This is an optimization exercise on Yosys and OpenROAD, whose aim is small area, not a production implementation.
Only simulation tests tie the RTL to the original design; equivalence was not proved.
The clock cells of runs 2 to 5 come from the design's own scripts or RTL, not from TritonCTS.
The clock port is modelled as an ideal driver, which makes a skipped or thinned clock tree look cheaper than it is; a real chip needs a root buffer or a tree.
Power figures rest on the tool's default switching activity, not on a simulated workload.

**design/flow/design.v**
```verilog
`timescale 1ns / 1ps
package tsf_pkg;
  localparam logic [2:0] B_OTHER = 3'd0;
  localparam logic [2:0] B_1     = 3'd1;
  localparam logic [2:0] B_2     = 3'd2;
  localparam logic [2:0] B_3     = 3'd3;
  localparam logic [2:0] B_4     = 3'd4;
  localparam logic [2:0] B_8     = 3'd5;
  localparam logic [1:0] K_OTHER  = 2'd0;
  localparam logic [1:0] K_UDP    = 2'd1;
  localparam logic [1:0] K_TCP    = 2'd2;
  localparam logic [1:0] K_TCPSYN = 2'd3;
  localparam logic [2:0] C_IDLE  = 3'd0;
  localparam logic [2:0] C_A     = 3'd1;
  localparam logic [2:0] C_B     = 3'd2;
  localparam logic [2:0] C_C     = 3'd3;
  localparam logic [2:0] C_D     = 3'd4;
  localparam logic [2:0] C_E     = 3'd5;
  localparam logic [2:0] C_DE    = 3'd6;
  localparam logic [2:0] C_OTHER = 3'd7;
  localparam logic [2:0] R_NONE = 3'd7;
endpackage
`timescale 1ns / 1ps
module tsf_classify (
  input  logic [2:0] code_i,
  input  logic [5:0] cnt_i,
  input  logic [2:0] byte_i,
  output logic [2:0] code_o
);
  logic [2:0] need;    
  logic       chk;
  always_comb begin
    need = tsf_pkg::B_OTHER;
    case (code_i)
      tsf_pkg::C_A: case (cnt_i)
        6'd28: need = tsf_pkg::B_2;
        6'd24: need = tsf_pkg::B_1;
        6'd23: need = tsf_pkg::B_1;
        6'd22: need = tsf_pkg::B_4;
        default: need = tsf_pkg::B_OTHER;
      endcase
      tsf_pkg::C_B: case (cnt_i)
        6'd32: need = tsf_pkg::B_2;
        6'd28: need = tsf_pkg::B_1;
        6'd27: need = tsf_pkg::B_3;
        6'd24: need = tsf_pkg::B_1;
        6'd23: need = tsf_pkg::B_1;
        6'd22: need = tsf_pkg::B_4;
        default: need = tsf_pkg::B_OTHER;
      endcase
      tsf_pkg::C_C: case (cnt_i)
        6'd44: need = tsf_pkg::B_2;
        6'd40: need = tsf_pkg::B_1;
        6'd39: need = tsf_pkg::B_3;
        6'd36: need = tsf_pkg::B_1;
        6'd35: need = tsf_pkg::B_1;
        6'd34: need = tsf_pkg::B_8;
        6'd24: need = tsf_pkg::B_4;
        default: need = tsf_pkg::B_OTHER;
      endcase
      tsf_pkg::C_DE: case (cnt_i)
        6'd40: need = tsf_pkg::B_2;
        default: need = tsf_pkg::B_OTHER;
      endcase
      tsf_pkg::C_D: case (cnt_i)
        6'd34: need = tsf_pkg::B_8;
        6'd24: need = tsf_pkg::B_1;
        6'd23: need = tsf_pkg::B_3;
        default: need = tsf_pkg::B_OTHER;
      endcase
      tsf_pkg::C_E: case (cnt_i)
        6'd35: need = tsf_pkg::B_1;
        6'd34: need = tsf_pkg::B_8;
        6'd24: need = tsf_pkg::B_1;
        6'd23: need = tsf_pkg::B_3;
        default: need = tsf_pkg::B_OTHER;
      endcase
      default: need = tsf_pkg::B_OTHER;
    endcase
  end
  assign chk = (need == tsf_pkg::B_OTHER) || (need == byte_i);
  always_comb begin
    if (code_i == tsf_pkg::C_DE && cnt_i == 6'd36) begin
      if (byte_i == tsf_pkg::B_4)      code_o = tsf_pkg::C_D;
      else if (byte_i == tsf_pkg::B_1) code_o = tsf_pkg::C_E;
      else                    code_o = tsf_pkg::C_OTHER;
    end else if (chk) begin
      code_o = code_i;
    end else begin
      code_o = tsf_pkg::C_OTHER;
    end
  end
endmodule
`timescale 1ns / 1ps
module tsf_core (
  input  logic        clk_i,
  input  logic        rst_ni,
  input  logic        item_valid_i,
  input  logic        op_i,         
  input  logic [4:0]  pl_i,         
  output logic        take_o,
  output logic        res_valid_o,
  input  logic        res_ready_i,
  output logic [2:0]  cls_o,
  output logic        classified_o,
  output logic [15:0] pkt_o,
  output logic [15:0] tcp_o,
  output logic [15:0] udp_o,
  output logic [15:0] cls_total_o
);
  logic [2:0]  code_q, code_d, code_step;
  logic [5:0]  cnt_q, cnt_d;
  logic [15:0] ip_q, tcp_q, udp_q;
  logic [15:0] cc_q [6];
  logic [5:0]  cc_w_q;
  logic [15:0] cc_sel, cc_inc;
  logic        res_valid_q;
  logic [2:0]  res_q, res_d;
  logic        inc_q;
  logic        emit;
  logic        is_hdr;
  logic        is_syn, is_tcp, is_udp;
  logic [3:0]  doff;
  assign is_hdr = !op_i;
  assign is_syn = pl_i[4];
  assign is_tcp = pl_i[4] || pl_i[1:0] == tsf_pkg::K_TCP;
  assign is_udp = !pl_i[4] && pl_i[1:0] == tsf_pkg::K_UDP;
  assign doff   = pl_i[3:0];
  assign take_o = item_valid_i && (!res_valid_q || res_ready_i);
  tsf_classify u_classify (
    .code_i (code_q),
    .cnt_i  (cnt_q),
    .byte_i (pl_i[2:0]),
    .code_o (code_step)
  );
  always_comb begin
    code_d = code_q;
    cnt_d  = cnt_q;
    res_d  = tsf_pkg::R_NONE;
    emit   = 1'b0;
    if (is_hdr) begin
      emit   = 1'b1;
      code_d = tsf_pkg::C_IDLE;
      cnt_d  = {doff, 2'b00};
      if (is_syn) begin
        if (doff <= 4'd5) begin
          res_d = 3'd0;        
        end else begin
          case (doff)
            4'd7:    code_d = tsf_pkg::C_A;
            4'd8:    code_d = tsf_pkg::C_B;
            4'd11:   code_d = tsf_pkg::C_C;
            4'd10:   code_d = tsf_pkg::C_DE;
            default: code_d = tsf_pkg::C_OTHER;
          endcase
        end
      end
    end else if (code_q != tsf_pkg::C_IDLE) begin
      cnt_d  = cnt_q - 1'b1;
      code_d = code_step;
      if (cnt_q == 6'd21) begin
        emit   = 1'b1;
        code_d = tsf_pkg::C_IDLE;
        res_d  = (code_q == tsf_pkg::C_DE || code_q == tsf_pkg::C_OTHER) ? 3'd0 : code_q;
      end
    end
  end
  always_ff @(posedge clk_i or negedge rst_ni) begin
    if (!rst_ni) begin
      code_q      <= tsf_pkg::C_IDLE;
      res_valid_q <= 1'b0;
      inc_q       <= 1'b0;
    end else begin
      if (take_o) begin
        code_q <= code_d;
        res_valid_q <= emit;
      end else if (res_ready_i) begin
        res_valid_q <= 1'b0;
      end
      inc_q <= take_o && emit && (res_d != tsf_pkg::R_NONE);
    end
  end
  always_ff @(posedge clk_i) begin
    if (take_o) begin
      cnt_q <= cnt_d;
    end
    if (take_o && emit) begin
      res_q <= res_d;
    end
  end
  always_ff @(posedge clk_i or negedge rst_ni) begin
    if (!rst_ni) begin
      ip_q  <= '0;
      tcp_q <= '0;
      udp_q <= '0;
    end else begin
      ip_q  <= ip_q  + 16'(take_o && is_hdr);
      tcp_q <= tcp_q + 16'(take_o && is_hdr && is_tcp);
      udp_q <= udp_q + 16'(take_o && is_hdr && is_udp);
    end
  end
  always_comb begin
    case (res_q)
      3'd0:    cc_sel = cc_w_q[0] ? cc_q[0] : '0;
      3'd1:    cc_sel = cc_w_q[1] ? cc_q[1] : '0;
      3'd2:    cc_sel = cc_w_q[2] ? cc_q[2] : '0;
      3'd3:    cc_sel = cc_w_q[3] ? cc_q[3] : '0;
      3'd4:    cc_sel = cc_w_q[4] ? cc_q[4] : '0;
      3'd5:    cc_sel = cc_w_q[5] ? cc_q[5] : '0;
      default: cc_sel = '0;
    endcase
  end
  assign cc_inc = cc_sel + 16'(inc_q);
  always_ff @(posedge clk_i or negedge rst_ni) begin
    if (!rst_ni) begin
      cc_w_q <= '0;
    end else if (inc_q) begin
      for (int i = 0; i < 6; i++) begin
        if (res_q == 3'(i)) cc_w_q[i] <= 1'b1;
      end
    end
  end
  always_ff @(posedge clk_i) begin
    if (inc_q) begin
      for (int i = 0; i < 6; i++) begin
        if (res_q == 3'(i)) cc_q[i] <= cc_inc;
      end
    end
  end
  assign res_valid_o  = res_valid_q;
  assign classified_o = (res_q != tsf_pkg::R_NONE);
  assign cls_o        = (res_q == tsf_pkg::R_NONE) ? 3'd0 : res_q;
  assign pkt_o        = ip_q;
  assign tcp_o        = tcp_q;
  assign udp_o        = udp_q;
  assign cls_total_o  = cc_inc;
endmodule
`timescale 1ns / 1ps
module tcp_syn_os_fingerprinter_top #(
  parameter int unsigned COUNT_WIDTH = 16
) (
  input  logic         clk_i,
  input  logic         rst_ni,
  input  logic         s_axis_tvalid,
  output logic         s_axis_tready,
  input  logic [23:0]  s_axis_tdata,
  input  logic [0:0]   s_axis_tuser,
  output logic         m_axis_tvalid,
  input  logic         m_axis_tready,
  output logic [135:0] m_axis_tdata,
  output logic [0:0]   m_axis_tuser
);
  logic        in_valid_q;
  logic        op_q;
  logic [4:0]  pl_q, pl_in;
  logic [1:0]  kind_in;
  logic [2:0]  bcode_in;
  logic [7:0]  proto, obyte;
  logic        take;
  logic [2:0]  cls;
  logic        classified;
  logic [15:0] pkt, tcp, udp, cls_total;
  assign proto = s_axis_tdata[7:0];
  assign obyte = s_axis_tdata[21:14];
  always_comb begin
    if (proto == 8'd17)     kind_in = tsf_pkg::K_UDP;
    else if (proto == 8'd6) kind_in = (s_axis_tdata[8] && !s_axis_tdata[9]) ? tsf_pkg::K_TCPSYN : tsf_pkg::K_TCP;
    else                    kind_in = tsf_pkg::K_OTHER;
    case (obyte)
      8'd1:    bcode_in = tsf_pkg::B_1;
      8'd2:    bcode_in = tsf_pkg::B_2;
      8'd3:    bcode_in = tsf_pkg::B_3;
      8'd4:    bcode_in = tsf_pkg::B_4;
      8'd8:    bcode_in = tsf_pkg::B_8;
      default: bcode_in = tsf_pkg::B_OTHER;
    endcase
    pl_in[4]   = !s_axis_tuser[0] && kind_in == tsf_pkg::K_TCPSYN;
    pl_in[3]   = s_axis_tdata[13];
    pl_in[2]   = s_axis_tuser[0] ? bcode_in[2] : s_axis_tdata[12];
    if (s_axis_tuser[0])                  pl_in[1:0] = bcode_in[1:0];
    else if (kind_in == tsf_pkg::K_TCPSYN) pl_in[1:0] = s_axis_tdata[11:10];
    else                                   pl_in[1:0] = kind_in;
  end
  assign s_axis_tready = !in_valid_q || take;
  always_ff @(posedge clk_i or negedge rst_ni) begin
    if (!rst_ni) begin
      in_valid_q <= 1'b0;
    end else begin
      in_valid_q <= !s_axis_tready || s_axis_tvalid;
    end
  end
  always_ff @(posedge clk_i) begin
    if (s_axis_tready) begin
      op_q <= s_axis_tuser[0];
      pl_q <= pl_in;
    end
  end
  tsf_core u_core (
    .clk_i        (clk_i),
    .rst_ni       (rst_ni),
    .item_valid_i (in_valid_q),
    .op_i         (op_q),
    .pl_i         (pl_q),
    .take_o       (take),
    .res_valid_o  (m_axis_tvalid),
    .res_ready_i  (m_axis_tready),
    .cls_o        (cls),
    .classified_o (classified),
    .pkt_o        (pkt),
    .tcp_o        (tcp),
    .udp_o        (udp),
    .cls_total_o  (cls_total)
  );
  assign m_axis_tdata = {5'b0, 16'b0, cls_total, 16'b0, udp, 16'b0, tcp, 16'b0, pkt, cls};
  assign m_axis_tuser = classified;
endmodule
```
**design/flow/flow/run.sh**
```bash
#!/bin/bash
# Own layout flow: the standard.sh, unchanged synthesis, then these changes:
#  - constant outputs keep the single tie cell from synthesis (no per-port tie cells),
#  - port buffers use sky130_fd_sc_hd__buf_1,
#  - CTS without dummy loads, clkbuf_8 buffers,
#  - after CTS, flow/post_cts.tcl downsizes cells with slack to spare.
# Each step's full output goes to its own log here.
set -euo pipefail
export POST_CTS_TCL="$PWD/flow/post_cts.tcl"
bash standard.sh synth > 1_synth.log 2>&1
bash standard.sh SKIP_REPAIR_TIE_FANOUT=1 floorplan > 2_floorplan.log 2>&1
bash standard.sh SKIP_REPAIR_TIE_FANOUT=1 \
  "BUFFER_PORTS_ARGS=-buffer_cell sky130_fd_sc_hd__buf_1" \
  "CTS_ARGS=-sink_clustering_enable -repair_clock_nets -dont_use_dummy_load -buf_list sky130_fd_sc_hd__clkbuf_8" \
  finish > 3_finish.log 2>&1
```
**design/flow/flow/post_cts.tcl**
```tcl
# Sourced by ORFS cts.tcl as POST_CTS_TCL, after its timing repair.
# Downsizes cells whose paths have slack to spare (OpenROAD power recovery),
# then legalizes the placement again.
estimate_parasitics -placement
repair_timing -recover_power 100 -verbose
detailed_placement
check_placement -verbose
```
**design/flow/standard.sh**
```bash
#!/bin/bash
# synth_recipe.tcl (not shown) runs the flow's synth.tcl, then flattens the netlist and writes it again
# the make line also repeats each setting of config.mk as NAME=value (left out here)
make -C /OpenROAD-flow-scripts/flow DESIGN_CONFIG=/design/flow/config.mk WORK_HOME=/design/flow/orfs CLKGATE_MAP_FILE= SYNTH_SCRIPT=/design/flow/synth_recipe.tcl "${@:-finish}"
```
**design/flow/config.mk**
```make
export PLATFORM = sky130hd
export DESIGN_NAME = tcp_syn_os_fingerprinter_top
export DESIGN_NICKNAME = tcp_syn_os_fingerprinter_top
export VERILOG_FILES = /design/flow/design.v
export SDC_FILE = /design/flow/constraint.sdc
export NUM_CORES = 4
export LEC_CHECK = 0
export CAP_MARGIN = 20
export CORE_MARGIN = 2
export CORE_UTILIZATION = 70
export SLEW_MARGIN = 20
```
**design/flow/constraint.sdc**
```tcl
create_clock -name core_clock -period 6.0 [get_ports {clk_i}]
set_input_delay 1.2000 -clock core_clock [delete_from_list [all_inputs] [get_ports {clk_i}]]
set_output_delay 1.2000 -clock core_clock [all_outputs]
set_load 0.01 [all_outputs]
```
==> results of run 1 <==
==> routing by layer <==
layer	up-vias	GRT usage, %	wire length (um)
met3	24	5.61	883
li1	2403	-	-
met2	167	42.6	7970
met5	-	0	0
met1	2455	32.2	6230
met4	0	8.81	209
==> cell families (layout without fill, tap and decap cells) <==
logic type	count (synthesis)	after routing	synth area share, %
flip-flops	171	171	59.4
XOR/XNOR	62	62	6.67
buffers and inverters	108	142	8.65
AND/OR/NAND/NOR	209	209	14.6
AO/OA/AOI/OAI	95	95	8.44
adder cells (fa/ha/maj)	13	13	2.00
other	1	1	0.0461
multiplexers	2	2	0.246
==> flip-flops by register name (all words and copies together) (netlist names), 5 cells and up <==
| register | count |
|---|---|
| u_core.cc_q | 96 |
| u_core.ip_q | 16 |
| u_core.tcp_q | 16 |
| u_core.udp_q | 16 |
| u_core.cc_w_q | 6 |
| u_core.cnt_q | 6 |
| pl_q | 5 |
==> placed cells by master, fill, tap and decap left out, types with 3 or more instances in the layout <==
| cell | count |
|---|---|
| sky130_fd_sc_hd__a21oi_1 | 11 |
| sky130_fd_sc_hd__a22oi_1 | 49 |
| sky130_fd_sc_hd__a31oi_1 | 5 |
| sky130_fd_sc_hd__and2_0 | 3 |
| sky130_fd_sc_hd__and2_1 | 4 |
| sky130_fd_sc_hd__and3_1 | 12 |
| sky130_fd_sc_hd__and4_1 | 3 |
| sky130_fd_sc_hd__and4b_1 | 5 |
| sky130_fd_sc_hd__buf_1 | 95 |
| sky130_fd_sc_hd__buf_4 | 6 |
| sky130_fd_sc_hd__buf_6 | 4 |
| sky130_fd_sc_hd__clkbuf_8 | 17 |
| sky130_fd_sc_hd__dfrtp_1 | 60 |
| sky130_fd_sc_hd__edfxtp_1 | 111 |
| sky130_fd_sc_hd__ha_1 | 13 |
| sky130_fd_sc_hd__inv_1 | 12 |
| sky130_fd_sc_hd__nand2_1 | 47 |
| sky130_fd_sc_hd__nand2b_1 | 6 |
| sky130_fd_sc_hd__nand3_1 | 38 |
| sky130_fd_sc_hd__nand3_2 | 3 |
| sky130_fd_sc_hd__nand3b_1 | 3 |
| sky130_fd_sc_hd__nand4_1 | 12 |
| sky130_fd_sc_hd__nand4b_1 | 3 |
| sky130_fd_sc_hd__nor2_1 | 30 |
| sky130_fd_sc_hd__nor2b_1 | 8 |
| sky130_fd_sc_hd__nor3_1 | 5 |
| sky130_fd_sc_hd__nor3_2 | 3 |
| sky130_fd_sc_hd__nor4_1 | 3 |
| sky130_fd_sc_hd__o21ai_0 | 7 |
| sky130_fd_sc_hd__o41ai_1 | 3 |
| sky130_fd_sc_hd__or2_2 | 7 |
| sky130_fd_sc_hd__xnor2_1 | 42 |
| sky130_fd_sc_hd__xor2_1 | 20 |
==> metrics by stage <==
stage	instances	setup slack, ps
2_1_floorplan	661	2310
5_1_grt	838	701
6_report	838	978
3_3_place_gp	812	1460
3_5_place_dp	812	1350
==> final timing paths <==
check	from	endpoint	slack, ps	depth (start not counted)
max	u_core.res_q[1]$_DFFE_PP_	m_axis_tdata[111]	980	10
min	u_core.cc_w_q[4]$_DFFE_PN0P_	u_core.cc_w_q[4]$_DFFE_PN0P_	470	1
max reg2reg	u_core.res_q[1]$_DFFE_PP_	u_core.cc_q[2][12]$_DFFE_PP_	2550	9
min reg2reg	u_core.cc_w_q[4]$_DFFE_PN0P_	u_core.cc_w_q[4]$_DFFE_PN0P_	470	1
max in group asynchronous	rst_ni	u_core.res_valid_q$_DFFE_PN0P_	4810	3
min in group asynchronous	rst_ni	u_core.ip_q[9]$_DFF_PN0_	690	2
==> cell usage after synthesis (2+ instances only) <==
| master | instances |
|---|---|
| sky130_fd_sc_hd__edfxtp_1 | 111 |
| sky130_fd_sc_hd__buf_4 | 74 |
| sky130_fd_sc_hd__dfrtp_1 | 60 |
| sky130_fd_sc_hd__a22oi_1 | 49 |
| sky130_fd_sc_hd__nand2_1 | 47 |
| sky130_fd_sc_hd__xnor2_1 | 42 |
| sky130_fd_sc_hd__nand3_1 | 37 |
| sky130_fd_sc_hd__nor2_1 | 30 |
| sky130_fd_sc_hd__xor2_1 | 20 |
| sky130_fd_sc_hd__ha_1 | 13 |
| sky130_fd_sc_hd__a21oi_1 | 12 |
| sky130_fd_sc_hd__and3_1 | 12 |
| sky130_fd_sc_hd__inv_1 | 12 |
| sky130_fd_sc_hd__nand4_1 | 12 |
| sky130_fd_sc_hd__buf_2 | 11 |
| sky130_fd_sc_hd__clkbuf_1 | 9 |
| sky130_fd_sc_hd__nor2b_1 | 8 |
| sky130_fd_sc_hd__nor3_1 | 7 |
| sky130_fd_sc_hd__or2_2 | 7 |
| sky130_fd_sc_hd__and2_1 | 6 |
| sky130_fd_sc_hd__nand2b_1 | 6 |
| sky130_fd_sc_hd__o21ai_0 | 6 |
| sky130_fd_sc_hd__a31oi_1 | 5 |
| sky130_fd_sc_hd__and4b_1 | 5 |
| sky130_fd_sc_hd__nand3_2 | 4 |
| sky130_fd_sc_hd__and4_1 | 3 |
| sky130_fd_sc_hd__nand3b_1 | 3 |
| sky130_fd_sc_hd__nand4b_1 | 3 |
| sky130_fd_sc_hd__nor4_1 | 3 |
| sky130_fd_sc_hd__nor4bb_1 | 3 |
| sky130_fd_sc_hd__o41ai_1 | 3 |
| sky130_fd_sc_hd__a2111o_1 | 2 |
| sky130_fd_sc_hd__a211oi_1 | 2 |
| sky130_fd_sc_hd__and4bb_2 | 2 |
| sky130_fd_sc_hd__mux2i_1 | 2 |
| sky130_fd_sc_hd__nor3b_1 | 2 |
| sky130_fd_sc_hd__o2111ai_1 | 2 |
| sky130_fd_sc_hd__o32ai_1 | 2 |
==> power groups by stage <==
stage | logic, mW | clock network [mW] | registers, mW
global route | 0.541 | 0.641 | 1.53
finish | 0.484 | 0.584 | 1.52
detailed placement | 0.485 | 0 | 1.54
floorplan | 0.403 | 0 | 1.49
global placement | 0.464 | 0 | 1.53
==> layout make-up <==
class                           count  share of cell area (%)
Sequential cell                   171                    57.3
Clock buffer                       17                    2.77
Multi-Input combinational cell    382                    31.0
Tap cell                          143                    2.12
Inverter                           12                   0.534
Timing Repair Buffer              113                    6.27
==> impl.org, run 1 <==
** Floorplan
- Number of ports placed on the die boundary :: 168
- Initial Util :: 71.6%
- The floorplan has 39 rows.
- In this run the horizontal extent of the chip is 112 um.
- Overall die height :: 112 um
- After floorplanning, the core was sized to cover 11400 um2.
- The die covers 12500 um2.

** Routing
- Number of search-and-repair iterations in the first detailed-routing pass :: 4
- Using the TritonRoute via totals, the vias-per-cell ratio works out to 6.03.
- Dividing the detail-routed wire length by the instance count gives 18.2 um.
- For this block, the via count after detailed routing is 5049.
- The detailed router finished its first iteration with 420 violations.
- The detail route stage leaves a number of antenna-violating nets equal to 0.
- Post-route DRC :: 0
- After detailed routing, the total wire length is 15300 um.

** Critical path
- The largest individual stage delay along the critical path comes from the cell sky130_fd_sc_hd__and4b_1.
- Critical Path Most Common Cell :: sky130_fd_sc_hd__ha_1
- Among cell families on the critical path, the largest total delay comes from simple AND/OR/NAND/NOR gates.
- In this design, the stage delay of the slowest critical-path cell is 840 ps.
- STA classifies the critical path endpoint as an output port.
- Startpoint kind of the worst setup timing path :: flip-flop
- Largest fanout on the critical path :: 16
- Type of the worst setup path :: reg -> out
- The number of buffers and inverters on the critical path is 1.
- Worst Path Arrival :: 3820 ps
- Worst path cell trace :: and4b_1 > a22oi_1 > nand3_1 > ha_1 > ha_1 > nand2_1 > nor2_1 > nand4_1 > xnor2_1 > buf_1
- Req. time, crit path :: 4800 ps

** Finish
- # fillers :: 760
- 0 antenna diodes ended up in the layout.
- Summing all multi-input logic gate instances after layout gives 2620 um2.
- Once layout is complete, the utilization of the core stands at 74.2%.
- Summing all flip-flop and latch instances after layout gives 4830 um2.
- Compared with the post-synthesis result, the final layout area differs by 3.67%.
- Final design area excluding fillers :: 8440 um2
- At the end of the flow, the number of nets in the layout was 739.
- Share of final-layout standard cells stronger than drive strength 1 :: 7.63%

** Yosys
- Number of storage elements in the synthesis netlist :: 171
- Post-synth cell types :: 62
- Dividing the synthesized area by the synthesized cell count gives 12.3 um2.
- For this run, the leading register cell type out of synthesis is sky130_fd_sc_hd__edfxtp_1.
- Sequential element share of the synthesized area :: 59.4%
- Yosys printed 4 warnings.
- In the post-synthesis netlist, the biggest area contributors are sky130_fd_sc_hd__edfxtp_1, sky130_fd_sc_hd__dfrtp_1, sky130_fd_sc_hd__buf_4, sky130_fd_sc_hd__a22oi_1, sky130_fd_sc_hd__xnor2_1.
- Synthesized cell area :: 8140 um2
- Post-synth EDFFs :: 111
- Post-Synthesis Cells :: 661
- Fraction of synthesis flops using an asynchronous set or reset pin :: 35.1%
- Mapped Nets :: 703
- Cell type with the highest aggregate area in the netlist :: sky130_fd_sc_hd__edfxtp_1
- The share of synthesized area in the top cell type comes to 40.9%.

** STA
- Final setup TNS :: 0 ps
- Clock tree skew after final layout :: 26.7 ps
- The total count of hold-check failures in the final report was 0.
- Hold Slack :: 466 ps
- Worst slew margin :: 49.2%
- Total count of max-transition violations in the final report :: 0
- Min Clock Period, post-route :: 5020 ps
- Setup repair after global routing missed its margin :: false
- Final setup fails :: 0
- At the pin with the least slew margin, the transition time is 762 ps.
- Period utilization :: 83.7%
- For this run, the top clock speed supported by timing is 199 MHz.

** Pwr
- Sequential cells burn 58.7% of the power.
- Sw Share :: 29.9%
- Per report_power, the combinational group accounts for 18.7% of the total.
- Peak VDD IR :: 0.194 mV
- Power comes to 2.58 mW.
- Dividing total power by cell area gives a power density of 306 nW/um2.
- In this run the static leakage power is 3.23 nW.
- Summed over all nets, the switching power comes to 0.772 mW.
- Cell-internal power :: 1.81 mW
- Power share of the clock group :: 22.6%

** Placed design
- Placed Instance Area :: 8120 um2
- The count of buffers added on input and output ports is 96.
- Routability-driven placement finished with a final weighted congestion of 0.875.
- Summed over all nets, the half-perimeter wirelength after detailed placement is 10100 um.

** Clocking
- Clock tree synthesis found a total of 171 sinks.
- TritonCTS built the clock tree.
- Clock-pin slew was measured on the worst setup and hold paths at 70 ps.
- At the later pin of the worst-skew pair, clock insertion delay measures 440 ps.

** Global routing
- First-pass GRT wire length :: 24500 um
- Vias in the first global route :: 4892
- Global routing consumed, over all layers together, 25.1% of the routing resources.
- Total grt overflow :: 0
- Entering global routing, the biggest net connects 70 pins.
- Initial antenna violation count :: 0

** Hold path
- In this run the worst hold path is classified as reg -> reg.

** Flow run
- Max Cap Violations :: 0

** Run status
- The flow ran to the end and the layout has no timing, DRC or antenna violations.
==> run 2: changes to the inputs <==
==> design/flow/flow/run.sh (replaced) <==
#!/bin/bash
# Own layout flow: the standard.sh with the standard synthesis unchanged, then:
#  - constant outputs keep the single tie cell from synthesis (no per-port tie cells),
#  - port buffers use sky130_fd_sc_hd__buf_1,
#  - the clock tree is built by flow/clock_tree.tcl (sourced before CTS): one root
#    buffer driving CLK_LEAVES leaf buffers, each driving one cluster of flip-flops.
# Each step's full output goes to its own log here.
set -euo pipefail
export PRE_CTS_TCL="$PWD/flow/clock_tree.tcl"
export CLK_LEAVES=10
export CLK_LEAF_BUF=sky130_fd_sc_hd__clkbuf_8
export CLK_ROOT_BUF=sky130_fd_sc_hd__clkbuf_16
bash standard.sh synth > 1_synth.log 2>&1
bash standard.sh SKIP_REPAIR_TIE_FANOUT=1 floorplan > 2_floorplan.log 2>&1
bash standard.sh SKIP_REPAIR_TIE_FANOUT=1 \
  "BUFFER_PORTS_ARGS=-buffer_cell sky130_fd_sc_hd__buf_1" \
  finish > 3_finish.log 2>&1
==> design/flow/flow/clock_tree.tcl (new file) <==
# Sourced by ORFS cts.tcl as PRE_CTS_TCL. Replaces clock_tree_synthesis with a
# small balanced tree: the clock port drives one root buffer, which drives
# CLK_LEAVES leaf buffers; each leaf drives one k-means cluster of the flip-flops.
# Every flip-flop sees the same two buffer levels.

proc ct_kmeans {pts k iters} {
  # pts: list of {x y}; returns list of cluster ids
  set n [llength $pts]
  set sorted [lsort -real -index 0 $pts]
  set cent {}
  for {set i 0} {$i < $k} {incr i} {
    lappend cent [lindex $sorted [expr {int(($i + 0.5) * $n / $k)}]]
  }
  set asg {}
  for {set it 0} {$it < $iters} {incr it} {
    set asg {}
    foreach p $pts {
      set best 0; set bd 1e30
      for {set c 0} {$c < $k} {incr c} {
        set cx [lindex $cent $c 0]; set cy [lindex $cent $c 1]
        set d [expr {abs([lindex $p 0] - $cx) + abs([lindex $p 1] - $cy)}]
        if {$d < $bd} { set bd $d; set best $c }
      }
      lappend asg $best
    }
    set newc {}
    for {set c 0} {$c < $k} {incr c} {
      set sx 0.0; set sy 0.0; set m 0
      foreach p $pts a $asg {
        if {$a == $c} { set sx [expr {$sx + [lindex $p 0]}]; set sy [expr {$sy + [lindex $p 1]}]; incr m }
      }
      if {$m > 0} { lappend newc [list [expr {$sx / $m}] [expr {$sy / $m}]] } else { lappend newc [lindex $cent $c] }
    }
    set cent $newc
  }
  return [list $asg $cent]
}

rename clock_tree_synthesis ct_orig_clock_tree_synthesis
proc clock_tree_synthesis {args} {
  set db [ord::get_db]
  set block [ord::get_db_block]
  set k $::env(CLK_LEAVES)
  set leaf_master [$db findMaster $::env(CLK_LEAF_BUF)]
  set root_master [$db findMaster $::env(CLK_ROOT_BUF)]
  set clknet [$block findNet clk_i]
  set sinks {}
  set pts {}
  foreach it [$clknet getITerms] {
    set inst [$it getInst]
    set bb [$inst getBBox]
    lappend sinks $it
    lappend pts [list [expr {([$bb xMin] + [$bb xMax]) / 2.0}] [expr {([$bb yMin] + [$bb yMax]) / 2.0}]]
  }
  puts "clock_tree: [llength $sinks] sinks, $k leaves"
  lassign [ct_kmeans $pts $k 30] asg cent
  # root buffer at the centroid of the leaf positions
  set rx 0.0; set ry 0.0
  foreach c $cent { set rx [expr {$rx + [lindex $c 0]}]; set ry [expr {$ry + [lindex $c 1]}] }
  set rx [expr {int($rx / $k)}]; set ry [expr {int($ry / $k)}]
  set rootnet [odb::dbNet_create $block clknet_root]
  $rootnet setSigType CLOCK
  set root [odb::dbInst_create $block $root_master clkbuf_root]
  $root setLocation $rx $ry
  $root setPlacementStatus PLACED
  [$root findITerm A] connect $clknet
  [$root findITerm X] connect $rootnet
  for {set c 0} {$c < $k} {incr c} {
    set net [odb::dbNet_create $block clknet_leaf_$c]
    $net setSigType CLOCK
    set b [odb::dbInst_create $block $leaf_master clkbuf_leaf_$c]
    $b setLocation [expr {int([lindex $cent $c 0])}] [expr {int([lindex $cent $c 1])}]
    $b setPlacementStatus PLACED
    [$b findITerm A] connect $rootnet
    [$b findITerm X] connect $net
    set m 0
    foreach it $sinks a $asg {
      if {$a == $c} { $it disconnect; $it connect $net; incr m }
    }
    puts "clock_tree: leaf $c has $m sinks"
  }
  set_propagated_clock [all_clocks]
}
removed: design/flow/flow/post_cts.tcl
==> impl.org, run 2 <==
** Finish
- Commonest cells after routing, fill and taps aside :: sky130_fd_sc_hd__edfxtp_1, sky130_fd_sc_hd__buf_1, sky130_fd_sc_hd__dfrtp_1
- Compared with the post-synthesis result, the final layout area differs by 1.81%.
- Number of nets in the finished design :: 724 (-2.0%)
- The end-of-flow core utilization is 72.9% (-1.3 points).
- Most flops, register :: u_core.cc_q
- The number of diodes added for antenna fixing was 0 (unchanged).
- The share of layout cells above drive strength 1 was 6.47% (-1.2 points).
- Number of flip-flops under the largest register name :: 96 (unchanged)
- The fill cell instance count of the final layout came to 772 (+1.6%).
- The library cell used most frequently in the layout, excluding fill and tap cells, is sky130_fd_sc_hd__edfxtp_1.
- The post-layout instance count excluding filler cells was 823 (-1.8%).

** Critical path
- Req. time, crit path :: 4800 ps (about the same)
- Worst path cell trace :: and4b_1 > a22oi_1 > nand3_1 > ha_1 > ha_1 > nand2_1 > nor2_1 > nand4_1 > xnor2_1 > buf_1
- By startpoint and endpoint, the worst setup path is classified as reg -> out.
- Startpoint kind of the worst setup timing path :: flip-flop
- The largest individual stage delay along the critical path comes from the cell sky130_fd_sc_hd__and4b_1.
- The peak fanout along the critical path is 16 (unchanged).
- Worst Path Arrival :: 3860 ps (+40 ps)
- Critical Path Most Common Cell :: sky130_fd_sc_hd__ha_1
- STA classifies the critical path endpoint as an output port.
- The highest cell delay on the worst timing path came to 790 ps (-50 ps).

** STA
- Hold Slack :: 469 ps (+3.51 ps)
- Final setup fails :: 0 (unchanged)
- Setup repair after global routing missed its margin :: false
- Final setup TNS :: 0 ps (unchanged)
- The post-layout minimum cycle time came to 5060 ps (+42.4 ps).
- The max-slew violation count was 0 (unchanged).
- The total count of hold-check failures in the final report came to 0 (unchanged).
- The worst clock skew on the final layout came to 51.9 ps (+25.3 ps).
- The relative slew slack came to 31.1% (-18 points).
- Max Clk Rate :: 197 MHz (-0.84%)
- Slew at the pin closest to its max-slew limit :: 1030 ps (+269 ps)
- The share of the clock period used by the worst path came to 84.4% (+0.71 points).

** Floorplan
- The total die area came to 12500 um2 (unchanged).
- Placeable core region :: 11400 um2 (unchanged)
- The height of the die was 112 um (unchanged).
- The effective utilization at floorplan is 71.6% (unchanged).
- The site row count is 39 (unchanged).
- Die extent in x :: 112 um (unchanged)
- The total I/O pin count was 168 (unchanged).

** Pwr
- Net Switching :: 0.755 mW (-2.1%)
- Fraction of power consumed by sequential logic :: 60.8% (+2.1 points)
- The switching share of power came to 30.2% (+0.39 points).
- The cell-internal power is 1.74 mW (-3.9%).
- Peak VDD IR :: 0.241 mV (+24%)
- Power share of the clock group :: 19.9% (-2.7 points)
- The leakage power summed over all cells was 3.15 nW (-2.2%).
- Overall power consumption :: 2.50 mW (-3.4%)
- P per Cell Area :: 301 nW/um2 (-1.6%)
- The portion of total power attributed to combinational logic was 19.3% (+0.6 points).

** Placed design
- Port Buffers :: 96 (unchanged)
- The detailed placement HPWL is 10100 um (unchanged).
- Global placement routability congestion :: 0.875 (unchanged)
- Total instance count after detailed placement :: 812 (unchanged)

** Routing
- Final Routed Wirelength :: 15000 um (-1.6%)
- The number of vias per cell after detailed routing came to 6.03 (about the same).
- Routed wirelength normalized by instance count :: 18.3 um (+0.22%)
- The number of nets with antenna violations after detailed routing came to 0 (unchanged).
- Post-route DRC :: 0 (unchanged)
- Number of search-and-repair iterations in the first detailed-routing pass :: 5 (+1)
- The DRC violation total after the first TritonRoute iteration is 392 (-6.7%).
- The number of vias in the routed layout was 4961 (-1.7%).

** Run status
- The flow ran to the end and the layout has no timing, DRC or antenna violations.

** Global routing
- Vias in the first global route :: 4815 (-1.6%)
- Total grt overflow :: 0 (unchanged)
- GRT Overall Usage :: 23.8% (-1.3 points)
- The first-pass GRT wire length was 24300 um (-0.45%).
- Initial antenna violation count :: 0 (unchanged)
- The largest net degree at the start of global routing was 70 (unchanged).

** Clocking
- Count of hold buffers inserted by post-cts repair :: 0
- Later-pin clock latency in the skew report :: 370 ps (-70 ps)
- Clock slew at reported path FFs :: 110 ps (+40 ps)
- Once the clock tree was built, the setup fixing pass inserted 0 buffers.
- Post-cts repair resize count :: 0

** Yosys
- The count of flip-flops with a built-in enable after synthesis was 111 (unchanged).
- Cell type with the highest aggregate area in the netlist :: sky130_fd_sc_hd__edfxtp_1
- Area share of the largest cell type after synthesis :: 40.9% (unchanged)
- Sorting the synthesized cells by how often they occur yields sky130_fd_sc_hd__edfxtp_1, sky130_fd_sc_hd__buf_4, sky130_fd_sc_hd__dfrtp_1.
- Number of storage elements in the synthesis netlist :: 171 (unchanged)
- Fraction of synthesis flops using an asynchronous set or reset pin :: 35.1% (unchanged)
- Most instantiated flip-flop cell in the synthesis netlist :: sky130_fd_sc_hd__edfxtp_1
- By instance count, the leading cell after synthesis is sky130_fd_sc_hd__edfxtp_1.
- Post-Synthesis Cells :: 661 (unchanged)
- Synthesized area per cell :: 12.3 um2 (unchanged)
- Leading post-synthesis cells by cell area :: sky130_fd_sc_hd__edfxtp_1, sky130_fd_sc_hd__dfrtp_1, sky130_fd_sc_hd__buf_4, sky130_fd_sc_hd__a22oi_1, sky130_fd_sc_hd__xnor2_1
- The post-synthesis sequential area ratio came to 59.4% (unchanged).
- The Yosys warning count was 4 (unchanged).
- The count of cell types in the netlist was 62 (unchanged).
- Synthesized cell area :: 8140 um2 (unchanged)
- The post-synth net total came to 703 (unchanged).

** Hold path
- Class of the tightest hold or removal check :: reg -> reg

** Flow run
- The max-capacitance violation count was 0 (unchanged).
[run 2: cell count changes in the layout (fill, tap and decap cells not counted), sizes merged]
cell,change
clkbuf,-10
buf,-5
[run 2: worst max-delay path: cells and delay by family (launching register included)]
kind                     cells  cell delay (ps)
AO/OA/AOI/OAI                1              130
AND/OR/NAND/NOR              5             1460
flip-flops                   1              730
buffers and inverters        1              200
adder cells (fa/ha/maj)      2              500
XOR/XNOR                     1              460
[run 2: per-stage QoR]
stage                     instance area [um2]  worst slack, ps
after global placement                   8120             1460
after detailed placement                 8120             1350
final                                    8290              935
after floorplan                          8140             2310
after CTS                                8280              916
after global routing                     8290              619
[run 2: layout make-up]
cell class                 count  area (um2)  share of cell area, %
inverter                      12        45.0                  0.543
tap                          143         179                   2.16
sequential                   171        4830                   58.3
timing repair buffer         104         422                   5.09
buffer                        11         163                   1.96
multi-input combinational    382        2650                   31.9
[run 2: cells by family (layout without fill, tap and decap cells)]
kind of cell	count (synthesis)	after routing	synth area share [%]
flops	171	171	59.4
compound gates	95	95	8.44
buf+inv	108	127	8.65
other cells	1	1	0.0461
xor+xnor	62	62	6.67
mux	2	2	0.246
fa+ha+maj	13	13	2.00
simple gates	209	209	14.6
[run 2: per-layer routing]
| metal | GRT usage, % | share of wire [%] | vias up | routed length [um] |
|---|---|---|---|---|
| met4 | 5.10 | 1.7 | 0 | 260 |
| met1 | 32.6 | 41 | 2426 | 6150 |
| met2 | 42.2 | 52 | 142 | 7830 |
| li1 | - | - | 2371 | - |
| met3 | 2.23 | 5.4 | 22 | 808 |
| met5 | 0 | 0 | - | 0 |
[run 2: final timing paths]
check                                             start                      endpoint  slack (ps)  depth (start not counted)
setup reg to reg              u_core.res_q[0]$_DFFE_PP_  u_core.cc_q[1][12]$_DFFE_PP_        2430                          9
hold reg to reg            u_core.cc_w_q[4]$_DFFE_PN0P_  u_core.cc_w_q[4]$_DFFE_PN0P_         470                          1
min in group asynchronous                        rst_ni    u_core.tcp_q[15]$_DFF_PN0_         980                          2
setup / recovery              u_core.res_q[0]$_DFFE_PP_             m_axis_tdata[111]         940                         10
hold / removal             u_core.cc_w_q[4]$_DFFE_PN0P_  u_core.cc_w_q[4]$_DFFE_PN0P_         470                          1
max in group asynchronous                        rst_ni  u_core.cc_w_q[2]$_DFFE_PN0P_        4530                          2
[run 2: power by group through the flow]
stage / combinational (mW) / sequential [mW] / clock, mW
finish: 0.483 / 1.52 / 0.497
CTS: 0.487 / 1.51 / 0.506
global placement: 0.464 / 1.53 / 0
global route: 0.540 / 1.54 / 0.552
floorplan: 0.403 / 1.49 / 0
detailed placement: 0.485 / 1.54 / 0
==> run 3: changes to the inputs <==
--- a/design/flow/flow/run.sh
+++ b/design/flow/flow/run.sh
@@ -4,9 +4,11 @@
 #  - port buffers use sky130_fd_sc_hd__buf_1,
 #  - the clock tree is built by flow/clock_tree.tcl (sourced before CTS): one root
-#    buffer driving CLK_LEAVES leaf buffers, each driving one cluster of flip-flops.
+#    buffer driving CLK_LEAVES leaf buffers, each driving one cluster of flip-flops,
+#  - after global routing, ORFS's power recovery (RECOVER_POWER) downsizes cells
+#    with slack to spare.
 # Each step's full output goes to its own log here.
 set -euo pipefail
 export PRE_CTS_TCL="$PWD/flow/clock_tree.tcl"
-export CLK_LEAVES=10
+export CLK_LEAVES=11
 export CLK_LEAF_BUF=sky130_fd_sc_hd__clkbuf_8
 export CLK_ROOT_BUF=sky130_fd_sc_hd__clkbuf_16
@@ -15,3 +17,4 @@
 bash standard.sh SKIP_REPAIR_TIE_FANOUT=1 \
   "BUFFER_PORTS_ARGS=-buffer_cell sky130_fd_sc_hd__buf_1" \
+  RECOVER_POWER=100 \
   finish > 3_finish.log 2>&1
--- a/design/flow/flow/clock_tree.tcl
+++ b/design/flow/flow/clock_tree.tcl
@@ -1,10 +1,37 @@
 # Sourced by ORFS cts.tcl as PRE_CTS_TCL. Replaces clock_tree_synthesis with a
 # small balanced tree: the clock port drives one root buffer, which drives
-# CLK_LEAVES leaf buffers; each leaf drives one k-means cluster of the flip-flops.
+# CLK_LEAVES leaf buffers; each leaf drives one cluster of the flip-flops (k-means
+# with equal cluster sizes).
 # Every flip-flop sees the same two buffer levels.
 
+proc ct_assign {pts cent cap} {
+  # Nearest-centroid assignment with at most cap points per cluster: pairs are
+  # taken in order of distance.
+  set pairs {}
+  set i 0
+  foreach p $pts {
+    set c 0
+    foreach q $cent {
+      lappend pairs [list [expr {abs([lindex $p 0] - [lindex $q 0]) + abs([lindex $p 1] - [lindex $q 1])}] $i $c]
+      incr c
+    }
+    incr i
+  }
+  set asg [lrepeat [llength $pts] -1]
+  set cnt [lrepeat [llength $cent] 0]
+  foreach pr [lsort -real -index 0 $pairs] {
+    lassign $pr d i c
+    if {[lindex $asg $i] < 0 && [lindex $cnt $c] < $cap} {
+      lset asg $i $c
+      lset cnt $c [expr {[lindex $cnt $c] + 1}]
+    }
+  }
+  return $asg
+}
+
 proc ct_kmeans {pts k iters} {
-  # pts: list of {x y}; returns list of cluster ids
+  # pts: list of {x y}; returns {cluster ids, centroids}
   set n [llength $pts]
+  set cap [expr {($n + $k - 1) / $k}]
   set sorted [lsort -real -index 0 $pts]
   set cent {}
@@ -14,14 +41,5 @@
   set asg {}
   for {set it 0} {$it < $iters} {incr it} {
-    set asg {}
-    foreach p $pts {
-      set best 0; set bd 1e30
-      for {set c 0} {$c < $k} {incr c} {
-        set cx [lindex $cent $c 0]; set cy [lindex $cent $c 1]
-        set d [expr {abs([lindex $p 0] - $cx) + abs([lindex $p 1] - $cy)}]
-        if {$d < $bd} { set bd $d; set best $c }
-      }
-      lappend asg $best
-    }
+    set asg [ct_assign $pts $cent $cap]
     set newc {}
     for {set c 0} {$c < $k} {incr c} {
==> impl.org, run 3 <==
** Placed design
- The instance area after placement is 8120 um2 (unchanged).
- Final HPWL from detailed placement :: 10100 um (unchanged)
- The number of I/O port buffers is 96 (unchanged).
- The total instance count after detailed placement came to 812 (unchanged).
- The weighted congestion at the end of routability-driven global placement is 0.875 (unchanged).

** Yosys
- The multiplexer share of the synthesized area was 0.246% (unchanged).
- Xor and xnor fraction of the mapped netlist area :: 6.67% (unchanged)
- Arithmetic-cell share of the synthesized area counting full adders, half adders and majority gates :: 2.00% (unchanged)
- Synthesized cell area :: 8140 um2 (unchanged)
- Post-Synthesis Cells :: 661 (unchanged)
- The share of async-settable or async-resettable flops after synthesis was 35.1% (unchanged).
- The post-synthesis compound-gate area fraction is 8.44% (unchanged).
- The synthesized-area fraction occupied by and/or/nand/nor cells was 14.6% (unchanged).
- Number of storage elements in the synthesis netlist :: 171 (unchanged)
- The count of flip-flops with a built-in enable after synthesis is 111 (unchanged).
- The post-synthesis sequential area ratio is 59.4% (unchanged).
- Dominant combinational cell family by area after synthesis :: simple AND/OR/NAND/NOR gates
- Most frequent cell after synthesis :: sky130_fd_sc_hd__edfxtp_1
- Synthesized area per cell :: 12.3 um2 (unchanged)
- Count of warnings emitted by yosys :: 4 (unchanged)
- Leading post-synthesis cells by cell area :: sky130_fd_sc_hd__edfxtp_1, sky130_fd_sc_hd__dfrtp_1, sky130_fd_sc_hd__buf_4, sky130_fd_sc_hd__a22oi_1, sky130_fd_sc_hd__xnor2_1
- Post-synth cell types :: 62 (unchanged)
- The post-synth net total came to 703 (unchanged).
- Area share of the largest cell type after synthesis :: 40.9% (unchanged)
- Most instantiated flip-flop cell in the synthesis netlist :: sky130_fd_sc_hd__edfxtp_1
- Cell type with the highest aggregate area in the netlist :: sky130_fd_sc_hd__edfxtp_1
- The commonest cells after synthesis are sky130_fd_sc_hd__edfxtp_1, sky130_fd_sc_hd__buf_4, sky130_fd_sc_hd__dfrtp_1.

** Routing
- Violation count after the first detailed-route iteration :: 452 (+15%)
- The number of nets with antenna violations after detailed routing is 0 (unchanged).
- The first-pass detailed-route iteration total came to 4 (-1).
- The number of vias per cell after detailed routing came to 6.05 (+0.30%).
- Routed wirelength normalized by instance count :: 18.4 um (+0.89%)
- DR vias :: 4982 (+0.42%)
- Final Routed Wirelength :: 15200 um (+1.0%)
- The DRC violations left came to 0 (unchanged).

** Floorplan
- Number of ports placed on the die boundary :: 168 (unchanged)
- Initial Util :: 71.6% (unchanged)
- Rows :: 39 (unchanged)
- Die extent in x :: 112 um (unchanged)
- Overall die height :: 112 um (unchanged)
- Placeable core region :: 11400 um2 (unchanged)
- The total die area is 12500 um2 (unchanged).

** Clocking
- The number of gates resized after CTS came to 0 (unchanged).
- Count of hold buffers inserted by post-cts repair :: 0 (unchanged)
- The clock-pin slew on the worst setup and hold paths was 100 ps (about the same).
- The buffers inserted during post-CTS setup optimization came to 0 (unchanged).
- The source-to-sink clock delay at the later pin of the worst-skew pair was 370 ps (about the same).

** Critical path
- The highest cell delay on the worst timing path is 850 ps (+60 ps).
- The required time of the worst setup path is 4800 ps (about the same).
- Walking the worst path, the cells encountered are and4b_1 > a22oi_1 > nand3_1 > ha_1 > ha_1 > nand2_1 > nor2_1 > nand4_1 > xnor2_1 > buf_1.
- Largest fanout on the critical path :: 16 (unchanged)
- The buffers plus inverters on the worst setup path came to 1 (unchanged).
- Worst Path Arrival :: 3730 ps (-130 ps)
- Type of the worst setup path :: reg -> out
- The worst register-to-register path ends at u_core.cc_q[2][1]$_DFFE_PP_.
- Library cell contributing the largest single delay on the critical path :: sky130_fd_sc_hd__and4b_1
- Length in cells of the worst reg-to-reg path :: 2 (-7)
- Startpoint kind of the worst setup timing path :: flip-flop
- Critical Path Most Common Cell :: sky130_fd_sc_hd__ha_1
- Source of the worst register-to-register timing path :: u_core.res_q[2]$_DFFE_PP_
- The setup slack of the worst register-to-register path came to 2550 ps (+120 ps).
- Element type at the critical path end :: output port
- Broken down by cell family, the worst path's largest delay share belongs to simple AND/OR/NAND/NOR gates.

** Global routing
- Initial antenna violation count :: 0 (unchanged)
- GRT Overall Usage :: 23.9% (+0.095 points)
- The number of global-route vias before repair was 4827 (+0.25%).
- Total grt overflow :: 0 (unchanged)
- The largest net degree at the start of global routing came to 70 (unchanged).
- The first-pass GRT wire length is 24400 um (+0.17%).

** Flow run
- The max-capacitance violation count was 4 (+4).

** Finish
- Ranked by flip-flop count, first place goes to u_core.cc_q.
- The number of diodes added for antenna fixing is 0 (unchanged).
- Number of flip-flops under the largest register name :: 96 (unchanged)
- Share of final-layout standard cells stronger than drive strength 1 :: 4.85% (-1.6 points)
- Number of nets in the finished design :: 725 (+0.14%)
- # fillers :: 787 (+1.9%)
- The cell area after layout was 8240 um2 (-0.57%).
- The post-layout instance count excluding filler cells was 824 (+0.12%).
- Area used by multi-input combinational logic :: 2600 um2 (-1.8%)
- Layout area overhead :: 1.23%
- The library cell used most frequently in the layout, excluding fill and tap cells, is sky130_fd_sc_hd__edfxtp_1.
- The library cells used most frequently in the layout, excluding fill and tap cells, are sky130_fd_sc_hd__edfxtp_1, sky130_fd_sc_hd__buf_1, sky130_fd_sc_hd__dfrtp_1.
- Reg area :: 4830 um2 (unchanged)

** Pwr
- The final total power was 2.52 mW (+0.79%).
- The leakage power summed over all cells is 3.12 nW (-0.99%).
- Peak VDD IR :: 0.218 mV (-9.5%)
- P per Cell Area :: 305 nW/um2 (+1.4%)

** STA
- The relative slew slack came to -112% (-140 points).
- Clock tree skew after final layout :: 20.0 ps (-32.0 ps)
- Max Clk Rate :: 203 MHz (+2.6%)
- The max-slew violation count was 115 (+115).
- Slew at the pin closest to its max-slew limit :: 3180 ps (+2150 ps)
- The final count of negative-setup-slack endpoints came to 0 (unchanged).
- The accumulated negative setup slack is 0 ps (unchanged).
- The total count of hold-check failures in the final report is 0 (unchanged).
- Setup repair after global routing left no endpoint under its margin.
- The post-layout minimum cycle time came to 4930 ps (-131 ps).
- Period utilization :: 82.2% (-2.2 points)
- Hold Slack :: 469 ps (-0.478 ps)

** Hold path
- The worst hold path depth came to 1 (unchanged).
- Hold-critical path endpoint :: u_core.tcp_q[15]$_DFF_PN0_
- Hold path startpoint :: u_core.tcp_q[15]$_DFF_PN0_
- Class of the tightest hold or removal check :: reg -> reg

** Run status
- The run did not pass the layout checks because of max-capacitance violations, max-slew violations.
- Run status :: failed layout checks
[run 3: cell type report]
class	count	area share, %
inverters	12	0.547
repair buffers	104	4.93
flip-flops and latches	171	58.7
plain buffers	12	2.14
multi-input cells	382	31.5
well taps	143	2.17
[run 3: metrics by stage]
| step | setup WS (ps) | utilization [%] |
|---|---|---|
| floorplan | 2310 | - |
| global placement | 1460 | 71.4 |
| detailed placement | 1350 | 71.4 |
| CTS | 928 | 73.0 |
| global route | 791 | 72.5 |
| finish | 1070 | 72.5 |
[run 3: cell families after synthesis]
group / after synthesis
simple gates: 209
flops: 171
buf+inv: 108
compound gates: 95
xor+xnor: 62
fa+ha+maj: 13
mux: 2
other cells: 1
[run 3: power by group]
| group | internal, mW | leakage [nW] | switching, mW |
|---|---|---|---|
| logic | 0.172 | 1.19 | 0.307 |
| registers | 1.39 | 1.84 | 0.129 |
| clock network | 0.197 | 0.0914 | 0.326 |
| total | 1.75 | 3.12 | 0.762 |
[run 3: worst max path at each step]
stage | start | end | slack, ps | depth (start not counted)
floorplan | u_core.res_q[1]$_DFFE_PP_ | m_axis_tdata[111] | 2310 | 11
global placement | u_core.res_q[0]$_DFFE_PP_ | m_axis_tdata[111] | 1460 | 10
finish | u_core.res_q[1]$_DFFE_PP_ | m_axis_tdata[111] | 1070 | 10
global route | u_core.res_q[1]$_DFFE_PP_ | m_axis_tdata[111] | 790 | 10
detailed placement | u_core.res_q[0]$_DFFE_PP_ | m_axis_tdata[111] | 1350 | 10
CTS | u_core.res_q[0]$_DFFE_PP_ | m_axis_tdata[111] | 930 | 10
[run 3: layer usage]
layer | GRT usage (%) | up-vias | share of wire, %
li1 | - | 2372 | -
met1 | 32.7 | 2427 | 41
met2 | 42.5 | 158 | 52
met3 | 2.40 | 25 | 6.1
met4 | 4.77 | 0 | 1.6
met5 | 0 | - | 0
==> run 4: changes to the inputs <==
--- a/design/flow/flow/run.sh
+++ b/design/flow/flow/run.sh
@@ -5,6 +5,4 @@
 #  - the clock tree is built by flow/clock_tree.tcl (sourced before CTS): one root
 #    buffer driving CLK_LEAVES leaf buffers, each driving one cluster of flip-flops,
-#  - after global routing, ORFS's power recovery (RECOVER_POWER) downsizes cells
-#    with slack to spare.
 # Each step's full output goes to its own log here.
 set -euo pipefail
@@ -17,4 +15,3 @@
 bash standard.sh SKIP_REPAIR_TIE_FANOUT=1 \
   "BUFFER_PORTS_ARGS=-buffer_cell sky130_fd_sc_hd__buf_1" \
-  RECOVER_POWER=100 \
   finish > 3_finish.log 2>&1
==> impl.org, run 4 <==
** Run status
- The flow ran to the end and the layout has no timing, DRC or antenna violations.

** Finish
- Antenna diode count :: 0 (unchanged)
- Leaving out fill and tap cells, the most frequent cell in the layout is sky130_fd_sc_hd__edfxtp_1.
- Area used by multi-input combinational logic :: 2650 um2 (+1.8%)
- Final standard cell count with taps included and fillers excluded :: 824 (unchanged)
- From synthesis to final layout, the design area changed by 1.98%.
- The top cell types in the final layout, fill and taps aside, are sky130_fd_sc_hd__edfxtp_1, sky130_fd_sc_hd__buf_1, sky130_fd_sc_hd__dfrtp_1.
- The share of layout cells above drive strength 1 was 6.61% (+1.8 points).
- Number of nets in the finished design :: 725 (unchanged)
- Most flops, register :: u_core.cc_q
- Number of flip-flops under the largest register name :: 96 (unchanged)
- The fill cell instance count of the final layout is 772 (-1.9%).
- Reg area :: 4830 um2 (unchanged)
- The end-of-flow core utilization came to 73.0% (+0.54 points).
- The cell area after layout was 8300 um2 (+0.74%).

** Clocking
- The number of hold-repair buffers added at the cts stage was 0 (unchanged).
- The source-to-sink clock delay at the later pin of the worst-skew pair came to 370 ps (about the same).
- Post CTS Setup Buffer Count :: 0 (unchanged)
- The number of gates resized after CTS was 0 (unchanged).
- Clock slew at reported path FFs :: 100 ps (about the same)

** Critical path
- By startpoint and endpoint, the worst setup path is classified as reg -> out.
- The startpoint identified for the worst register-to-register timing path is u_core.res_q[0]$_DFFE_PP_.
- Length in cells of the worst reg-to-reg path :: 9 (+7)
- Library cell contributing the largest single delay on the critical path :: sky130_fd_sc_hd__and4b_1
- Worst setup path start :: u_core.res_q[0]$_DFFE_PP_
- STA classifies the critical path startpoint as a flip-flop.
- Largest fanout on the critical path :: 16 (unchanged)
- Endpoint of the lowest-slack register-to-register path :: u_core.cc_q[2][12]$_DFFE_PP_
- Traced cell by cell, the critical path runs through and4b_1 > a22oi_1 > nand3_1 > ha_1 > ha_1 > nand2_1 > nor2_1 > nand4_1 > xnor2_1 > buf_1.
- Worst reg2reg setup slack :: 2450 ps (-100 ps)
- Element type at the critical path end :: output port
- Counting stages on the worst path, the most repeated cell is sky130_fd_sc_hd__ha_1.
- The required time of the worst setup path is 4800 ps (about the same).
- The worst path arrival time came to 3850 ps (+120 ps).
- Highest cell delay on the worst timing path :: 800 ps (-50 ps)

** Yosys
- The post-synth net total came to 703 (unchanged).
- The synthesized instance count came to 661 (unchanged).
- The post-synthesis sequential area ratio was 59.4% (unchanged).
- Ranked by instance count, the synthesized netlist is headed by sky130_fd_sc_hd__edfxtp_1, sky130_fd_sc_hd__buf_4, sky130_fd_sc_hd__dfrtp_1.
- The Yosys warning count came to 4 (unchanged).
- The most common cell in the synthesized netlist is sky130_fd_sc_hd__edfxtp_1.
- Post-synth cell types :: 62 (unchanged)
- By area the synthesized netlist is led by sky130_fd_sc_hd__edfxtp_1, sky130_fd_sc_hd__dfrtp_1, sky130_fd_sc_hd__buf_4, sky130_fd_sc_hd__a22oi_1, sky130_fd_sc_hd__xnor2_1.
- Of all cell types, the one taking the most synthesized area is sky130_fd_sc_hd__edfxtp_1.
- The synthesized flop and latch total came to 171 (unchanged).
- The netlist area before placement was 8140 um2 (unchanged).
- The share of async-settable or async-resettable flops after synthesis came to 35.1% (unchanged).
- Area share of the largest cell type after synthesis :: 40.9% (unchanged)
- Synthesized area per cell :: 12.3 um2 (unchanged)
- Most instantiated flip-flop cell in the synthesis netlist :: sky130_fd_sc_hd__edfxtp_1
- The count of flip-flops with a built-in enable after synthesis was 111 (unchanged).

** Pwr
- The worst voltage drop across the vdd grid was 0.214 mV (-1.8%).
- Overall power consumption :: 2.53 mW (+0.32%)
- The switching share of power came to 30.4% (+0.15 points).
- Net Switching :: 0.769 mW (+0.82%)
- The proportion of power drawn by the clock network came to 20.7% (about the same).
- The leakage power summed over all cells is 3.16 nW (+1.2%).
- Fraction of power consumed by sequential logic :: 60.1% (about the same)
- Cell-internal power :: 1.76 mW (+0.10%)
- Fraction of power consumed by combinational cells :: 19.1% (about the same)
- The power density of the placed cells came to 304 nW/um2 (-0.42%).

** STA
- Slew at the pin closest to its max-slew limit :: 1010 ps (-2170 ps)
- Hold Slack :: 468 ps (-0.512 ps)
- The achievable frequency came to 198 MHz (-2.3%).
- Final setup TNS :: 0 ps (unchanged)
- Min setup slack post-route :: 949 ps (-117 ps)
- Worst slew margin :: 32.7% (+140 points)
- Hold Vio Cnt, Final :: 0 (unchanged)
- Setup repair after global routing missed its margin :: false
- The worst clock skew on the final layout came to 22.2 ps (+2.21 ps).
- The max-slew violation count came to 0 (-100%).
- Period utilization :: 84.2% (+1.9 points)
- Final setup fails :: 0 (unchanged)
- The post-layout minimum cycle time was 5050 ps (+117 ps).

** Placed design
- Global placement routability congestion :: 0.875 (unchanged)
- The pre-CTS setup slack came to 1350 ps (unchanged).
- Placed Instance Area :: 8120 um2 (unchanged)
- Total instance count after detailed placement :: 812 (unchanged)
- The detailed placement HPWL was 10100 um (unchanged).
- The number of I/O port buffers is 96 (unchanged).

** Hold path
- The worst hold path begins at u_core.cc_w_q[4]$_DFFE_PN0P_.
- The worst hold path depth came to 1 (unchanged).
- The worst hold path belongs to the class reg -> reg.
- Hold-critical path endpoint :: u_core.cc_w_q[4]$_DFFE_PN0P_

** Global routing
- GRT Overall Usage :: 23.9% (unchanged)
- Largest net degree at the start of global routing :: 70 (unchanged)
- The number of antenna violations at the first check in global routing was 0 (unchanged).
- Total grt overflow :: 0 (unchanged)
- Vias in the first global route :: 4827 (unchanged)
- First-pass GRT wire length :: 24400 um (unchanged)

** Floorplan
- Die area :: 12500 um2 (unchanged)
- The height of the die came to 112 um (unchanged).
- Number of ports placed on the die boundary :: 168 (unchanged)
- The effective utilization at floorplan came to 71.6% (unchanged).
- Rows :: 39 (unchanged)
- Placeable core region :: 11400 um2 (unchanged)
- Die extent in x :: 112 um (unchanged)

** Routing
- The number of vias in the routed layout was 4956 (-0.52%).
- The overall routed net length came to 15200 um (-0.19%).
- The number of nets with antenna violations after detailed routing came to 0 (unchanged).
- The first-pass detailed-route iteration total is 5 (+1).
- Post-route DRC :: 0 (unchanged)
- Violation count after the first detailed-route iteration :: 422 (-6.6%)
- The routed wire length per instance is 18.4 um (-0.19%).
- Number of vias per cell after detailed routing :: 6.01 (-0.52%)

** Flow run
- Max Cap Violations :: 0 (-4)
## run 4: cell count changes in the layout (fill, tap and decap cells not counted), moves of 2 or more
cell | before | now
sky130_fd_sc_hd__and2_0 | 3 | 0
sky130_fd_sc_hd__and2_1 | 4 | 6
sky130_fd_sc_hd__buf_4 | 4 | 8
sky130_fd_sc_hd__clkbuf_1 | 5 | 0
sky130_fd_sc_hd__nor3_1 | 7 | 5
sky130_fd_sc_hd__nor3_4 | 0 | 2
## run 4: power by group through the flow
stage	combinational (mW)	clock (mW)	sequential (mW)
after floorplan	0.403	0	1.49
after global placement	0.464	0	1.53
after detailed placement	0.485	0	1.54
after CTS	0.487	0.537	1.51
after global routing	0.540	0.580	1.54
final	0.483	0.524	1.52
## run 4: layer usage
metal  GRT usage, %  vias to the layer above  wire, um
met5              0                        -         0
met4           4.77                        0       210
met3           2.40                       24       851
met2           42.5                      145      7880
met1           32.7                     2418      6230
li1               -                     2369         -
## run 4: cells by family after synthesis
logic type	after synthesis	share of synthesized area, %
AO/OA/AOI/OAI	95	8.44
buffers and inverters	108	8.65
other	1	0.0461
AND/OR/NAND/NOR	209	14.6
adder cells (fa/ha/maj)	13	2.00
flip-flops	171	59.4
XOR/XNOR	62	6.67
multiplexers	2	0.246
## run 4: worst max-delay path by stage
stage,endpoint
after floorplan,m_axis_tdata[111]
after global placement,m_axis_tdata[111]
after detailed placement,m_axis_tdata[111]
after CTS,m_axis_tdata[111]
after global routing,m_axis_tdata[111]
final,m_axis_tdata[111]
## run 4: layout make-up
| cell class | instances | share of cell area, % |
|---|---|---|
| sequential | 171 | 58.2 |
| timing repair buffer | 104 | 5.08 |
| inverter | 12 | 0.543 |
| multi-input combinational | 382 | 31.9 |
| buffer | 12 | 2.13 |
| tap | 143 | 2.16 |
## run 4: critical path: cells and delay by family, from the launching register on
| family | cells | cell delay [ps] |
|---|---|---|
| adders and majority gates | 2 | 500 |
| buffers and inverters | 1 | 200 |
| and+or+nand+nor | 5 | 1470 |
| xor gates and xnor gates | 1 | 450 |
| AOI/OAI and AO/OA | 1 | 130 |
| DFF | 1 | 720 |
==> run 5: changes to the inputs <==
--- a/design/flow/flow/run.sh
+++ b/design/flow/flow/run.sh
@@ -8,5 +8,5 @@
 set -euo pipefail
 export PRE_CTS_TCL="$PWD/flow/clock_tree.tcl"
-export CLK_LEAVES=11
+export CLK_LEAVES=10
 export CLK_LEAF_BUF=sky130_fd_sc_hd__clkbuf_8
 export CLK_ROOT_BUF=sky130_fd_sc_hd__clkbuf_16
==> impl.org, run 5 <==
** Yosys
- The synthesized instance count came to 661 (unchanged).
- After synthesis, the cell types taking the most area are sky130_fd_sc_hd__edfxtp_1, sky130_fd_sc_hd__dfrtp_1, sky130_fd_sc_hd__buf_4, sky130_fd_sc_hd__a22oi_1, sky130_fd_sc_hd__xnor2_1.
- Cell type with the highest aggregate area in the netlist :: sky130_fd_sc_hd__edfxtp_1
- Mapped Nets :: 703 (unchanged)
- The netlist area before placement is 8140 um2 (unchanged).
- Area share of the largest cell type after synthesis :: 40.9% (unchanged)
- Post-synth EDFFs :: 111 (unchanged)
- Fraction of synthesis flops using an asynchronous set or reset pin :: 35.1% (unchanged)
- Yosys instantiated no cell more often than sky130_fd_sc_hd__edfxtp_1.

** STA
- Worst slew margin :: 31.3% (-1.4 points)
- Total count of max-transition violations in the final report :: 0 (unchanged)
- The final count of negative-setup-slack endpoints is 0 (unchanged).
- Setup repair after global routing missed its margin :: false
- Final setup TNS :: 0 ps (unchanged)
- The share of the clock period used by the worst path is 84.2% (about the same).
- Hold Vio Cnt, Final :: 0 (unchanged)
- Max Clk Rate :: 198 MHz (about the same)
- The actual transition at the worst max-transition pin is 1030 ps (+21.3 ps).

** Critical path
- Largest fanout on the critical path :: 16 (unchanged)
- Type of the worst setup path :: reg -> out
- Req. time, crit path :: 4800 ps (about the same)

** Finish
- The fill cell instance count of the final layout is 771 (-0.13%).
- The flip-flop count of the largest register after layout was 96 (unchanged).
- Commonest cells after routing, fill and taps aside :: sky130_fd_sc_hd__edfxtp_1, sky130_fd_sc_hd__buf_1, sky130_fd_sc_hd__dfrtp_1
- Number of nets in the finished design :: 724 (-0.14%)
- The combined flip-flop and latch cell area came to 4830 um2 (unchanged).
- Final design area excluding fillers :: 8290 um2 (-0.17%)
- The area used by multi-input combinational logic was 2650 um2 (unchanged).

** Flow run
- The max-capacitance violation count is 0 (unchanged).

** Placed design
- The detailed placement HPWL is 10100 um (unchanged).
- Placed Instance Area :: 8120 um2 (unchanged)
- Global placement routability congestion :: 0.875 (unchanged)

** Hold path
- Class of the tightest hold or removal check :: reg -> reg

** Routing
- The first-pass detailed-route iteration total came to 5 (unchanged).
- Violation count after the first detailed-route iteration :: 409 (-3.1%)
- DR vias :: 4943 (-0.26%)
- The DRC violations left was 0 (unchanged).
- The routed wire length per instance is 18.3 um (-0.37%).

** Floorplan
- Placeable core region :: 11400 um2 (unchanged)
- The width of the die came to 112 um (unchanged).

** Run status
- Run status :: timing/DRC/antenna clean

** Global routing
- Vias in the first global route :: 4835 (+0.17%)
- The number of antenna violations at the first check in global routing was 0 (unchanged).
- First-pass GRT wire length :: 24300 um (-0.51%)
- GRT Overall Usage :: 23.8% (-0.14 points)
- The largest net degree at the start of global routing came to 70 (unchanged).

** Clocking
- Count of hold buffers inserted by post-cts repair :: 0 (unchanged)
- Post CTS Setup Buffer Count :: 0 (unchanged)

** Pwr
- The leakage power summed over all cells is 3.15 nW (-0.23%).
==> run 5: cell counts after synthesis <==
Identical to the previous run, type by type.
==> run 5: power breakdown <==
part	internal [mW]	switching, mW	leakage [nW]
clock	0.182	0.324	0.0842
combinational	0.174	0.309	1.23
sequential	1.39	0.130	1.84
total	1.74	0.763	3.15
==> run 5: worst max-delay path: stages (launching register included) <==
cell	delay, ps
sky130_fd_sc_hd__edfxtp_1	720
sky130_fd_sc_hd__and4b_1	810
sky130_fd_sc_hd__a22oi_1	140
sky130_fd_sc_hd__nand3_1	130
sky130_fd_sc_hd__ha_1	260
sky130_fd_sc_hd__ha_1	240
sky130_fd_sc_hd__nand2_1	130
sky130_fd_sc_hd__nor2_1	260
sky130_fd_sc_hd__nand4_1	150
sky130_fd_sc_hd__xnor2_1	450
sky130_fd_sc_hd__buf_1	200
==> run 5: per-layer routing <==
| metal | up-vias | part of all wire (%) | track usage [%] |
|---|---|---|---|
| met5 | - | 0 | 0 |
| met4 | 0 | 1.6 | 4.94 |
| met3 | 22 | 5.2 | 2.18 |
| met2 | 151 | 52 | 42.9 |
| met1 | 2395 | 41 | 31.9 |
| li1 | 2375 | - | - |
==> run 5: final cells by class <==
type	count	share of cell area, %
sequential	171	58.3
multi-input combinational	382	31.9
timing repair buffer	104	5.09
tap	143	2.16
buffer	11	1.96
inverter	12	0.543
==> run 5: cells by family after synthesis <==
kind of cell    synth area share [%]
simple gates                    14.6
mux                            0.246
fa+ha+maj                       2.00
flops                           59.4
xor+xnor                        6.67
compound gates                  8.44
other cells                   0.0461
buf+inv                         8.65
==> run 5: final timing paths <==
path | from | endpoint | slack, ps | cells after the start
worst max register to register | u_core.res_q[0]$_DFFE_PP_ | u_core.cc_q[1][12]$_DFFE_PP_ | 2450 | 9
max in group asynchronous | rst_ni | u_core.udp_q[3]$_DFF_PN0_ | 4500 | 2
worst min register to register | u_core.cc_w_q[4]$_DFFE_PN0P_ | u_core.cc_w_q[4]$_DFFE_PN0P_ | 470 | 1
min in group asynchronous | rst_ni | u_core.ip_q[12]$_DFF_PN0_ | 960 | 2
worst max-delay path | u_core.res_q[0]$_DFFE_PP_ | m_axis_tdata[111] | 950 | 10
worst min-delay path | u_core.cc_w_q[4]$_DFFE_PN0P_ | u_core.cc_w_q[4]$_DFFE_PN0P_ | 470 | 1
==> run 5: per-stage QoR <==
stage               worst slack, ps  util (%)  total power, mW  cells  hold slack, ps
global route                    655      72.9             2.63    823             511
floorplan                      2310         -             1.89    661             430
finish                          946      72.9             2.51    823             470
detailed placement             1350      71.4             2.02    812             447
CTS                             924      72.9             2.52    823             468
global placement               1460      71.4             1.99    812             443

## separate check: timing with driven ports
The results above use ideal ports. As a check the final layouts listed here were re-extracted and re-timed, cells and wires unchanged. Step 1: set_driving_cell puts a clkbuf_16 on clk_i and a buf_2 on each other input, an assumption about the parent block. Step 2 also shifts input and output timing later by t, the mid clock arrival at the registers, as if the neighbouring blocks saw the same clock. Slacks: ideal ports / drivers / drivers and shift; pairs: ideal ports / drivers.
run | shift t [ns] | slack for setup (ns)
run 1 | 0.460 | 0.978 / 0.950 / 1.409
run 2 | 0.384 | 0.935 / 0.901 / 1.285
run 3 | 0.394 | 1.066 / 1.031 / 1.425
run 4 | 0.396 | 0.949 / 0.915 / 1.311
run 5 | 0.394 | 0.946 / 0.913 / 1.307
